Background: an optimization exercise with open tools, aiming at small area and a short achievable clock period. Do not read the settings as production practice.
Function was checked by simulation only, so behaviour that the tests miss may differ from the original.
Power is estimated from default activity; no workload was simulated.

`flow/design.v`:
```
module noc_router (
    input  logic        clk,
    input  logic        rst,
    input  logic [2:0]  CONST_localx,
    input  logic [2:0]  CONST_localy,
    input  logic [31:0] data_n_in,
    input  logic [31:0] data_s_in,
    input  logic [31:0] data_w_in,
    input  logic [31:0] data_e_in,
    input  logic [31:0] data_p_in,
    input  logic [4:0]  data_void_in,
    input  logic [4:0]  stop_in,
    output logic [31:0] data_n_out,
    output logic [31:0] data_s_out,
    output logic [31:0] data_w_out,
    output logic [31:0] data_e_out,
    output logic [31:0] data_p_out,
    output logic [4:0]  data_void_out,
    output logic [4:0]  stop_out
);
    function automatic logic [4:0] xy_route(input logic [31:0] flit,
                                            input logic [2:0] lx,
                                            input logic [2:0] ly);
        logic [2:0] dx;
        logic [2:0] dy;
        dx = flit[23:21];
        dy = flit[20:18];
        xy_route[3] = (dx > lx);
        xy_route[2] = (dx < lx);
        xy_route[0] = (dx == lx) && (dy < ly);
        xy_route[1] = (dx == lx) && (dy > ly);
        xy_route[4] = (dx == lx) && (dy == ly);
    endfunction
    logic [31:0] din [5];
    logic [31:0] f_r [5];         
    logic [31:0] b_r [5][4];      
    logic [1:0]  rd_r [5];        
    logic [1:0]  wr_r [5];        
    logic [3:0]  th_r [5];        
    logic [4:0]  full_s;          
    logic [4:0]  go_r;            
    logic [4:0]  act_r;           
    logic [4:0]  tgt_r [5];       
    logic [31:0] od_r [5];
    logic [4:0]  ov_r;
    logic [3:0]  low_r [5];       
    logic [4:0]  ne_s, disc_s, push_s, pop_s, ldf_s, act_n_s;
    logic [4:0]  ld_s, has_s, hgnt_s, busy_s;
    logic [4:0]  hreq_s [5];      
    logic [4:0]  lowx_s [5];      
    logic [4:0]  gnt_s [5];       
    logic [31:0] cand_s [5];
    logic [31:0] od_n_s [5];
    logic [31:0] f_n_s [5];
    assign din[0] = data_n_in;
    assign din[1] = data_s_in;
    assign din[2] = data_w_in;
    assign din[3] = data_e_in;
    assign din[4] = data_p_in;
    always_comb begin
        for (int i = 0; i < 5; i++) begin
            ne_s[i]   = th_r[i][0];
            disc_s[i] = ne_s[i] && !act_r[i] && !f_r[i][31];
            push_s[i] = !data_void_in[i] && go_r[i];
            full_s[i] = !go_r[i] && th_r[i][3];
        end
        for (int o = 0; o < 5; o++) begin
            ld_s[o]   = !ov_r[o] || !stop_in[o];
            busy_s[o] = 1'b0;
            for (int i = 0; i < 5; i++) begin
                busy_s[o]    = busy_s[o] | (act_r[i] & tgt_r[i][o]);
                hreq_s[o][i] = ne_s[i] && !act_r[i] && f_r[i][31] && tgt_r[i][o];
            end
        end
        for (int o = 0; o < 5; o++) begin
            lowx_s[o] = {1'b0, low_r[o]};
            for (int i = 0; i < 5; i++) begin
                logic kill;
                kill = 1'b0;
                for (int j = 0; j < 5; j++) begin
                    if (j < i) begin
                        kill = kill | (hreq_s[o][j] & (!lowx_s[o][j] | lowx_s[o][i]));
                    end else if (j > i) begin
                        kill = kill | (hreq_s[o][j] & !lowx_s[o][j] & lowx_s[o][i]);
                    end
                end
                gnt_s[o][i] = (ne_s[i] && act_r[i] && tgt_r[i][o]) ||
                              (!busy_s[o] && hreq_s[o][i] && !kill);
            end
            has_s[o]  = (gnt_s[o] != 5'b00000);
            hgnt_s[o] = !busy_s[o] && (hreq_s[o] != 5'b00000);
            od_n_s[o] = od_r[o] & {32{!ld_s[o]}};
            for (int i = 0; i < 5; i++) begin
                od_n_s[o] = od_n_s[o] | (f_r[i] & {32{gnt_s[o][i] & ld_s[o]}});
            end
        end
        for (int i = 0; i < 5; i++) begin
            logic win, ldt;
            win = 1'b0;
            ldt = 1'b0;
            for (int o = 0; o < 5; o++) begin
                win = win | gnt_s[o][i];
                ldt = ldt | (tgt_r[i][o] & ld_s[o]);
            end
            pop_s[i]  = disc_s[i] | (win & ldt);
            ldf_s[i]  = pop_s[i] || !th_r[i][0];
            cand_s[i] = din[i] & {32{!th_r[i][1]}};
            for (int k = 0; k < 4; k++) begin
                cand_s[i] = cand_s[i] | (b_r[i][k] & {32{th_r[i][1] && rd_r[i] == 2'(k)}});
            end
            f_n_s[i] = ldf_s[i] ? cand_s[i] : f_r[i];
            if (pop_s[i]) begin
                act_n_s[i] = act_r[i] ? !f_r[i][30] : (f_r[i][31] && !f_r[i][30]);
            end else begin
                act_n_s[i] = act_r[i];
            end
        end
    end
    always_ff @(posedge clk or negedge rst) begin
        if (!rst) begin
            for (int i = 0; i < 5; i++) begin
                th_r[i] <= 4'b0000;
                rd_r[i] <= 2'd0;
                wr_r[i] <= 2'd0;
            end
            go_r   <= 5'b00000;
            act_r  <= 5'b00000;
        end else begin
            for (int i = 0; i < 5; i++) begin
                if (pop_s[i]) begin
                    th_r[i] <= push_s[i] ? th_r[i] : {full_s[i], th_r[i][3:1]};
                end else begin
                    th_r[i] <= push_s[i] ? {th_r[i][2:0], 1'b1} : th_r[i];
                end
                go_r[i]   <= pop_s[i] || !(full_s[i] || (th_r[i][3] && push_s[i]));
                if (pop_s[i] && (th_r[i][1] || push_s[i])) begin
                    rd_r[i] <= rd_r[i] + 2'd1;
                end
                if (push_s[i] && th_r[i][0]) begin
                    wr_r[i] <= wr_r[i] + 2'd1;
                end
                act_r[i] <= act_n_s[i];
            end
        end
    end
    always_ff @(posedge clk) begin
        for (int i = 0; i < 5; i++) begin
            f_r[i] <= f_n_s[i];
            if (ldf_s[i] && !act_n_s[i]) begin
                tgt_r[i] <= xy_route(cand_s[i], CONST_localx, CONST_localy);
            end
            for (int k = 0; k < 4; k++) begin
                if (go_r[i] && th_r[i][0] && wr_r[i] == 2'(k)) begin
                    b_r[i][k] <= din[i];
                end
            end
        end
    end
    always_ff @(posedge clk or negedge rst) begin
        if (!rst) begin
            ov_r <= 5'b00000;
            for (int o = 0; o < 5; o++) begin
                low_r[o] <= 4'b0000;
            end
        end else begin
            for (int o = 0; o < 5; o++) begin
                if (ld_s[o]) begin
                    ov_r[o] <= has_s[o];
                    if (hgnt_s[o]) begin
                        for (int k = 0; k < 4; k++) begin
                            logic after;
                            after = 1'b0;
                            for (int i = 0; i < k; i++) begin
                                after = after | gnt_s[o][i];
                            end
                            low_r[o][k] <= !(after | gnt_s[o][4]);
                        end
                    end
                end
            end
        end
    end
    always_ff @(posedge clk) begin
        for (int o = 0; o < 5; o++) begin
            od_r[o] <= od_n_s[o];
        end
    end
    assign data_n_out    = od_r[0];
    assign data_s_out    = od_r[1];
    assign data_w_out    = od_r[2];
    assign data_e_out    = od_r[3];
    assign data_p_out    = od_r[4];
    assign data_void_out = ~ov_r;
    assign stop_out      = ~go_r;
endmodule
```
`flow/flow/run.sh`:
```
#!/bin/bash
set -euo pipefail
bash standard.sh SETUP_SLACK_MARGIN=6.65 \
  "BUFFER_PORTS_ARGS=-buffer_cell sky130_fd_sc_hd__buf_1" \
  "CTS_ARGS=-sink_clustering_enable -repair_clock_nets -sink_clustering_size 25 -sink_clustering_max_diameter 70 -dont_use_dummy_load" \
  finish > standard_flow.log 2>&1
```
`flow/standard.sh`:
```
#!/bin/bash
# synth_recipe.tcl (not shown) runs the flow's synth.tcl, then flattens the netlist and writes it again
# the make line also repeats each setting of config.mk as NAME=value (left out here)
make -C /OpenROAD-flow-scripts/flow DESIGN_CONFIG=/design/flow/config.mk WORK_HOME=/design/flow/orfs CLKGATE_MAP_FILE= SYNTH_SCRIPT=/design/flow/synth_recipe.tcl "${@:-finish}"
```
`flow/config.mk`:
```
export PLATFORM = sky130hd
export DESIGN_NAME = noc_router
export DESIGN_NICKNAME = noc_router
export VERILOG_FILES = /design/flow/design.v
export SDC_FILE = /design/flow/constraint.sdc
export NUM_CORES = 8
export LEC_CHECK = 0
export CAP_MARGIN = 20
export CORE_MARGIN = 2
export CORE_UTILIZATION = 50
export PLACE_DENSITY = 0.6
export SETUP_SLACK_MARGIN = 5
export SLEW_MARGIN = 50
```
`flow/constraint.sdc`:
```
create_clock -name core_clock -period 10.0 [get_ports {clk}]
set_input_delay 2.0000 -clock core_clock [delete_from_list [all_inputs] [get_ports {clk}]]
set_output_delay 2.0000 -clock core_clock [all_outputs]
set_load 0.01 [all_outputs]
```
==> results of run 1 <==
[power groups by stage]
stage / clock network (uW) / registers [uW] / logic, uW
after CTS: 2400 / 8900 / 8060
after detailed placement: 0 / 8960 / 7810
after global routing: 2530 / 9080 / 9130
final: 2370 / 9030 / 8610
after global placement: 0 / 8920 / 7600
after floorplan: 0 / 8150 / 4900
[registers in the layout, indices dropped and copies added, names as in the netlist]
name,cells
ov_r,5
rd_r,10
wr_r,10
f_r,160
tgt_r,25
low_r,20
b_r,640
go_r,5
th_r,20
act_r,5
od_r,160
[area by class of cell]
cell class                      instances  area, um2  share of cell area, %
Clock buffer                           57       1430                   2.90
Tap cell                             1155       1450                   2.94
Multi-Input combinational cell       1909      13400                   27.3
Sequential cell                      1060      29900                   60.9
Timing Repair Buffer                  499       2630                   5.35
Inverter                               80        305                  0.621
[cell usage in the layout, fill, tap and decap left out, types with 16 or more instances in the layout]
| cell type | instances |
|---|---|
| sky130_fd_sc_hd__o21ai_0 | 30 |
| sky130_fd_sc_hd__nand2_1 | 260 |
| sky130_fd_sc_hd__inv_1 | 67 |
| sky130_fd_sc_hd__a222oi_1 | 173 |
| sky130_fd_sc_hd__ha_1 | 70 |
| sky130_fd_sc_hd__edfxtp_1 | 825 |
| sky130_fd_sc_hd__a221o_1 | 120 |
| sky130_fd_sc_hd__a22oi_1 | 360 |
| sky130_fd_sc_hd__a21oi_1 | 155 |
| sky130_fd_sc_hd__dfxtp_2 | 22 |
| sky130_fd_sc_hd__buf_1 | 305 |
| sky130_fd_sc_hd__dfrtp_1 | 63 |
| sky130_fd_sc_hd__and3_1 | 27 |
| sky130_fd_sc_hd__nand3_1 | 177 |
| sky130_fd_sc_hd__buf_4 | 138 |
| sky130_fd_sc_hd__nand4b_1 | 22 |
| sky130_fd_sc_hd__buf_2 | 22 |
| sky130_fd_sc_hd__clkbuf_2 | 16 |
| sky130_fd_sc_hd__dfxtp_1 | 137 |
| sky130_fd_sc_hd__clkbuf_16 | 59 |
| sky130_fd_sc_hd__and2_1 | 30 |
| sky130_fd_sc_hd__a31oi_1 | 43 |
| sky130_fd_sc_hd__nor2_1 | 180 |
[worst reg2reg max path, cell delays in order (launching register included)]
cell	delay, ns
sky130_fd_sc_hd__edfxtp_1	0.51
sky130_fd_sc_hd__buf_4	0.23
sky130_fd_sc_hd__nand4b_1	0.27
sky130_fd_sc_hd__o32ai_4	0.23
sky130_fd_sc_hd__o21ai_0	0.20
sky130_fd_sc_hd__a31oi_2	0.33
sky130_fd_sc_hd__buf_4	0.17
sky130_fd_sc_hd__o211ai_1	0.10
sky130_fd_sc_hd__buf_4	0.20
sky130_fd_sc_hd__o41ai_4	0.42
sky130_fd_sc_hd__buf_6	0.20
sky130_fd_sc_hd__nor2_1	0.08
sky130_fd_sc_hd__a222oi_1	0.36
[worst max-delay path by stage]
stage	endpoint	slack, ns	cells after the start
floorplan	f_r[2][0]$_DFFE_PP_	6.42	8
global placement	th_r[3][3]$_DFFE_PN0P_	5.52	10
detailed placement	f_r[2][13]$_DFFE_PP_	5.44	7
CTS	data_void_out[1]	6.53	2
global route	th_r[1][2]$_DFFE_PN0P_	6.54	12
finish	th_r[1][2]$_DFFE_PN0P_	6.60	12
[timing repair]
item	4_1_cts	5_1_grt
pin swaps	11	29
buffers inserted	17	46
resized for setup	77	53
endpoints found under the hold margin	0	0
cloned	7	5
setup endpoints to repair	352	194
hold buffers	0	0
[through the flow]
step	setup slack (ns)	utilization (%)
5_1_grt	6.54	56.5
2_1_floorplan	6.42	-
3_5_place_dp	5.44	53.7
4_1_cts	6.53	55.8
3_3_place_gp	5.52	53.6
6_report	6.60	56.5
[layer usage]
metal / vias to the layer above / share of wire (%)
li1: 13800 / -
met1: 16500 / 38
met2: 2245 / 43
met3: 436 / 13
met4: 6 / 5.7
met5: - / 0.021
[kinds of logic (layout without fill, tap and decap cells)]
| kind of cell | after synthesis | count (layout) | synth area share, % |
|---|---|---|---|
| flip-flops | 1060 | 1060 | 68.0 |
| AO/OA/AOI/OAI | 994 | 995 | 17.9 |
| AND/OR/NAND/NOR | 808 | 817 | 8.67 |
| buffers and inverters | 324 | 636 | 2.84 |
| adder cells (fa/ha/maj) | 70 | 70 | 1.99 |
| XOR/XNOR | 14 | 14 | 0.279 |
| multiplexers | 13 | 13 | 0.333 |
==> summary.md, run 1 <==
| Metric | Value |
|---|---|
| Via count of the first global-routing pass | `31100` |
| Final setup viols | `0` |
| Top cells by area in the synthesized netlist | `sky130_fd_sc_hd__edfxtp_1 56%, sky130_fd_sc_hd__dfxtp_1 7.3%, sky130_fd_sc_hd__a22oi_1 6.2%` |
| Final number of hold-violating endpoints | `0` |
| Number of nets produced by synthesis | `3531` |
| Count of pins over their slew limit | `0` |
| Total standard cell area after synthesis | `43900 um2` |
| Clock latency at the later pin of the worst-skew pair | `0.71 ns` |
| Maximum frequency from static timing analysis | `294 MHz` |
| Post-synth top area cell | `sky130_fd_sc_hd__edfxtp_1` |
| Area delta synth->final | `11.9%` |
| Post-Layout Cell Count | `4760` |
| End point of the worst hold path | `go_r[1]$_DFF_PN0_` |
| Flip-flop and latch count after synthesis | `1060` |
| Critical Path Source | `f_r[2][31]$_DFFE_PP_` |
| Most used flip-flop cell after synthesis | `sky130_fd_sc_hd__edfxtp_1` |
| R2R setup slack | `6.60 ns` |
| FF-to-FF path depth | `12` |
| Share of the cycle needed by the critical path after routing | `34.0%` |
| Chip height | `300 um` |
| Global placement routability congestion | `1.01` |
| Critical path fanouts, max | `7` |
| Routed length per placed instance | `33.9 um` |
| Number of different library cells in the post-synthesis netlist | `83` |
| Number of input and output port buffers inserted | `347` |
| Status | `finished clean` |
| Combinational share of power | `43.0%` |
| Maximum vdd drop | `0.261 mV` |
| Total global routing overflow | `0` |
| Worst Setup End Kind | `flip-flop` |
| Initial core utilization | `50.6%` |
| Average instance area after synthesis | `13.4 um2` |
| Type of element launching the critical path | `flip-flop` |
| Power, Total | `20000 uW` |
| RSZ-0062 raised after global routing | `true` |
| Endpoint of the lowest-slack register-to-register path | `th_r[1][2]$_DFFE_PN0P_` |
| Sequential share of power | `45.1%` |
| Maximum buffer depth of the clock tree | `3` |
| Overall track demand over capacity in global routing | `34.6%` |
| Number of I/O pins | `348` |
| Static Leak | `0.0171 uW` |
| Reported max-cap violation count | `0` |
| Gate Count Post-Synth | `3283` |
| Start-to-end type of the worst setup path | `reg2reg` |
| Antenna cells | `0` |
| Cell with the largest stage delay on the worst path | `sky130_fd_sc_hd__edfxtp_1` |
| Clock Pin Slew Worst Setup and Hold Paths | `0.09 ns` |
| TritonCTS Sinks | `1060` |
| DRC violation count after routing | `0` |
| Internal power component | `11000 uW` |
| Relative slew slack | `47.4%` |
| Worst Skew | `0.106 ns` |
| Met2 global-route usage | `51.4%` |
| Arrival time of data at the critical path endpoint | `3.93 ns` |
| Placeable core region | `86900 um2` |
| Worst min-delay path category | `reg2reg` |
| Delay contributed by the slowest stage of the critical path | `0.51 ns` |
| Warnings, synthesis | `16` |
| Most common cell type on the critical path | `sky130_fd_sc_hd__buf_4` |
| Final period demand of the worst path | `3.40 ns` |
| Source of the worst hold timing path | `th_r[1][3]$_DFFE_PN0P_` |
| Largest net degree at the start of global routing | `74` |
| Accumulated negative setup slack | `0 ns` |
| Most repeated cell in the gate-level netlist after synthesis | `sky130_fd_sc_hd__edfxtp_1` |
| WHS | `0.489 ns` |
| Critical path's top delay family | `compound AO/OA/AOI/OAI gates` |
| Area enclosed by the die boundary | `90200 um2` |
| Portion of the post-synthesis area used by sequential elements | `68.0%` |
| Slew at the pin closest to its max-slew limit | `0.789 ns` |
| CTS tree | `built` |
| Antenna violations before repair | `5` |
| Row count | `108` |
| Net count of the finished layout | `3855` |
| Post-detail-place hpwl | `105 mm` |
| Critical path buffers and inverters | `4` |
| Floorplan die width | `300 um` |
| Global Route met3 Usage | `11.7%` |
| Vias post-DR | `32900` |
| Global-route wire length before repair | `225 mm` |
| Fraction of synthesized cell area taken by the top area cell type | `56.4%` |
| Part of the total power dissipated in the clock network | `11.8%` |
| Layout cell share with drive strength beyond 1 | `11.0%` |
| Root buffer cell | `sky130_fd_sc_hd__clkbuf_16` |
| Fraction of power spent switching nets | `44.8%` |
| EDFF count, synth | `825` |
| Commonest cells in the netlist | `825 x sky130_fd_sc_hd__edfxtp_1, 360 x sky130_fd_sc_hd__a22oi_1, 271 x sky130_fd_sc_hd__nand2_1, 221 x sky130_fd_sc_hd__clkbuf_1, 186 x sky130_fd_sc_hd__nor2_1` |
| Overall routed net length | `161 mm` |
| Fraction of registers with async set/reset | `7.08%` |
| TritonCTS buffer count | `57` |
| Reg-to-reg startpoint | `f_r[2][31]$_DFFE_PP_` |
| Cells traversed along the worst timing path | `buf_4 -> nand4b_1 -> o32ai_4 -> o21ai_0 -> a31oi_2 -> buf_4 -> o211ai_1 -> buf_4 -> o41ai_4 -> buf_6 -> nor2_1 -> a222oi_1` |
| Placed Area | `46700 um2` |
| Initial detailed-routing violation count | `5966` |
| Met1 track demand over resource in global routing | `46.2%` |
| Number of cells in the design after placement | `4626` |
| Vias per cell | `6.92` |
| Fill count | `7055` |
| Hold Path Stages | `1` |
| Post-route cell area | `49100 um2` |
| Number of detailed-routing iterations run before antenna repair | `17` |
| WP data required | `10.54 ns` |
| Net switching component of the power | `8970 uW` |
| Most Crowded Layer GR | `met2` |
| PD cells | `407 nW/um2` |
| Number of levels the H-tree was split into | `2` |
| Antenna Violating Nets Remaining | `0` |
==> run 2: changes to the inputs <==
--- a/flow/config.mk
+++ b/flow/config.mk
@@ -8,6 +8,6 @@
 export CAP_MARGIN = 20
 export CORE_MARGIN = 2
-export CORE_UTILIZATION = 50
-export PLACE_DENSITY = 0.6
+export CORE_UTILIZATION = 45
+export PLACE_DENSITY = 0.5
 export SETUP_SLACK_MARGIN = 5
-export SLEW_MARGIN = 50
+export SLEW_MARGIN = 20
==> summary.md, run 2 <==
| Metric | Value |
|---|---|
| Clock latency at the later pin of the worst-skew pair | `0.67 ns` |
| Portion of the post-synthesis area used by sequential elements | `68.0%` |
| Cell with the largest stage delay on the worst path | `sky130_fd_sc_hd__a222oi_1` |
| Global placement routability congestion | `0.974` |
| Area enclosed by the die boundary | `100000 um2` |
| Maximum frequency from static timing analysis | `291 MHz` |
| Start-to-end type of the worst setup path | `reg2reg` |
| Number of different library cells in the post-synthesis netlist | `83` |
| Arrival time of data at the critical path endpoint | `3.96 ns` |
| Initial core utilization | `45.4%` |
| Worst min-delay path category | `reg2reg` |
| TritonCTS buffer count | `68` |
| Area delta synth->final | `12.3%` |
| Commonest cells in the netlist | `825 x sky130_fd_sc_hd__edfxtp_1, 360 x sky130_fd_sc_hd__a22oi_1, 271 x sky130_fd_sc_hd__nand2_1, 221 x sky130_fd_sc_hd__clkbuf_1, 186 x sky130_fd_sc_hd__nor2_1` |
| Delay contributed by the slowest stage of the critical path | `0.73 ns` |
| Relative slew slack | `15.6%` |
| Layout cell share with drive strength beyond 1 | `10.1%` |
| Count of pins over their slew limit | `0` |
| DRC violation count after routing | `0` |
| Largest net degree at the start of global routing | `65` |
| Cells traversed along the worst timing path | `buf_4 -> nand4b_1 -> o32ai_2 -> o21ai_0 -> a31oi_2 -> nor2_2 -> buf_8 -> a222oi_1 -> a21oi_1 -> a221o_1` |
| Overall track demand over capacity in global routing | `32.8%` |
| Floorplan die width | `316 um` |
| Clock Pin Slew Worst Setup and Hold Paths | `0.07 ns` |
| Post-synth top area cell | `sky130_fd_sc_hd__edfxtp_1` |
| Antenna violations before repair | `3` |
| Post-synthesis mux area share | `0.333%` |
| Status | `finished clean` |
| Reg-to-reg startpoint | `f_r[2][31]$_DFFE_PP_` |
| Type of element launching the critical path | `flip-flop` |
| Largest register FFs | `640` |
| Chip height | `316 um` |
| Fraction of synthesized cell area taken by the top area cell type | `56.4%` |
| Complex-gate fraction of the synthesized area | `17.9%` |
| Post-detail-place hpwl | `108 mm` |
| Row count | `114` |
| Number of I/O pins | `348` |
| Most frequent standard cell in the layout excluding fill and tap cells | `sky130_fd_sc_hd__edfxtp_1` |
| Global-route wire length before repair | `233 mm` |
| Critical Path Source | `f_r[2][31]$_DFFE_PP_` |
| Vias post-DR | `32600` |
| Average instance area after synthesis | `13.4 um2` |
| Most used flip-flop cell after synthesis | `sky130_fd_sc_hd__edfxtp_1` |
| CTS tree | `built` |
| Simple-gate share of the synthesized area | `8.67%` |
| Commonest non-fill, non-tap cells in the layout | `825 x sky130_fd_sc_hd__edfxtp_1, 360 x sky130_fd_sc_hd__a22oi_1, 316 x sky130_fd_sc_hd__buf_1, 261 x sky130_fd_sc_hd__nand2_1, 180 x sky130_fd_sc_hd__nor2_1` |
| Routed length per placed instance | `34.6 um` |
| Worst Skew | `0.0526 ns` |
| Number of nets produced by synthesis | `3531` |
| Post-Layout Cell Count | `4864` |
| Total global routing overflow | `0` |
| Gate Count Post-Synth | `3283` |
| Final setup viols | `0` |
| Share of the cycle needed by the critical path after routing | `34.4%` |
| WP data required | `10.52 ns` |
| Overall routed net length | `169 mm` |
| Final period demand of the worst path | `3.44 ns` |
| Flip-flop and latch count after synthesis | `1060` |
| Net count of the finished layout | `3835` |
| Static Leak | `0.0171 uW` |
| Xor-xnor portion of the synthesized cell area | `0.279%` |
| Total standard cell area after synthesis | `43900 um2` |
| RSZ-0062 raised after global routing | `true` |
| Most repeated cell in the gate-level netlist after synthesis | `sky130_fd_sc_hd__edfxtp_1` |
| Final number of hold-violating endpoints | `0` |
| Number of levels the H-tree was split into | `3` |
| Via count of the first global-routing pass | `30700` |
| Critical path buffers and inverters | `2` |
| Source of the worst hold timing path | `od_r[4][8]$_DFF_P_` |
| Power, Total | `20200 uW` |
| Maximum vdd drop | `0.229 mV` |
| Fraction of registers with async set/reset | `7.08%` |
| Reported max-cap violation count | `0` |
| Number of detailed-routing iterations run before antenna repair | `15` |
| Fraction of the mapped netlist area in adder cells | `1.99%` |
| Worst Setup End Kind | `flip-flop` |
| Accumulated negative setup slack | `0 ns` |
| Combinational family with the most area after synthesis | `compound AO/OA/AOI/OAI gates` |
| Critical path fanouts, max | `32` |
| Maximum buffer depth of the clock tree | `3` |
| Vias per cell | `6.70` |
| Most flops, register | `b_r` |
| Critical path's top delay family | `compound AO/OA/AOI/OAI gates` |
| Warnings, synthesis | `16` |
| Number of cells in the design after placement | `4728` |
| Root buffer cell | `sky130_fd_sc_hd__clkbuf_16` |
| TritonCTS Sinks | `1060` |
| Initial detailed-routing violation count | `6074` |
| Slew at the pin closest to its max-slew limit | `1.27 ns` |
| Placeable core region | `96700 um2` |
| Antenna Violating Nets Remaining | `0` |
| Number of input and output port buffers inserted | `347` |
| Registers with the highest flip-flop counts | `b_r (640), f_r (160), od_r (160)` |
| EDFF count, synth | `825` |
| Top cells by area in the synthesized netlist | `sky130_fd_sc_hd__edfxtp_1 56%, sky130_fd_sc_hd__dfxtp_1 7.3%, sky130_fd_sc_hd__a22oi_1 6.2%` |
| PD cells | `410 nW/um2` |
[run 2: cell types whose count changed in the layout (fill, tap and decap cells not counted), moves of 9 or more]
cell,delta
sky130_fd_sc_hd__buf_2,-12
sky130_fd_sc_hd__buf_4,-29
sky130_fd_sc_hd__and2_1,-12
sky130_fd_sc_hd__dfxtp_1,+9
sky130_fd_sc_hd__clkbuf_16,+9
sky130_fd_sc_hd__and2_2,+12
sky130_fd_sc_hd__buf_1,+11
[run 2: cell families after synthesis]
logic type	count (synthesis)
muxes	13
buffers and inverters	324
xor gates and xnor gates	14
and+or+nand+nor	808
adders and majority gates	70
AOI/OAI and AO/OA	994
DFF	1060
[run 2: stage by stage]
stage               area (um2)  hold WS (ns)  utilization (%)  worst slack, ns
floorplan                44100         0.446                -             6.42
detailed placement       46600         0.475             48.2             5.29
finish                   49300         0.494             51.0             6.56
global route             49300         0.504             51.0             6.51
global placement         46600         0.467             48.2             5.30
CTS                      49000         0.491             50.7             6.65
[run 2: cell type report]
| class | count | area [um2] |
|---|---|---|
| fill | 8406 | 47400 |
| tap | 1276 | 1600 |
| antenna | 3 | 7.51 |
| sequential | 1060 | 29900 |
| clock buffer | 68 | 1700 |
| multi-input combinational | 1907 | 13400 |
| inverter | 80 | 305 |
| timing repair buffer | 470 | 2460 |
[run 2: path summary, 6_finish.rpt]
path	endpoint	slack, ns	cells after the start
setup / recovery	od_r[0][26]$_DFF_P_	6.56	10
hold / removal	od_r[4][8]$_DFF_P_	0.49	2
setup reg to reg	od_r[0][26]$_DFF_P_	6.56	10
hold reg to reg	od_r[4][8]$_DFF_P_	0.49	2
max in group asynchronous	go_r[4]$_DFF_PN0_	7.42	2
min in group asynchronous	wr_r[0][0]$_DFFE_PN0P_	1.35	1
[run 2: repair_timing]
action                                  in CTS  in global routing
setup buffers                               39                 16
endpoints found under the setup margin     352                278
hold buffers                                 0                  0
gates resized for setup                     72                 58
pin swaps                                   15                 13
cloned                                       9                  1
[run 2: power breakdown]
part           switching (uW)  internal [uW]
combinational            5740           2780
sequential               1930           7150
clock                    1420           1210
[run 2: layer usage]
layer / share of wire [%] / global-route usage (%) / vias up
met1: 38 / 43.6 / 16400
met2: 45 / 50.0 / 2096
met5: 0.086 / 0 / -
li1: - / - / 13700
met4: 4.5 / 12.0 / 6
met3: 13 / 11.4 / 391
[run 2: tightest hold or removal path, delay by kind of cell, from the launching register on]
kind	cells	cell delay, ns
compound gates	1	0.04
flops	1	0.31
simple gates	1	0.10

==> what the ideal ports hide <==
In the flow no input, the clock included, has a driving cell. The finished layouts below were timed again as built, in two steps.
Step 1, drivers: a clkbuf_16 drives clk and a buf_2 each remaining input, both assumed.
Step 2 also shifts input and output timing later by t, the mid clock arrival at the registers, as if the neighbouring blocks saw the same clock.
a / b / c = no drivers / after step 1 / after step 2; a / b = the first two.
run	t (ns)	setup WS [ns]	worst slew at a driven data input, ns
run 1	0.727	6.602 / 6.581 / 5.959	0.07
run 2	0.713	6.561 / 6.561 / 5.932	0.07
After both steps every run listed still meets setup and hold. For run 1, which loses most, drivers alone change the setup slack by -0.021 ns; drivers and shift together by -0.643 ns.
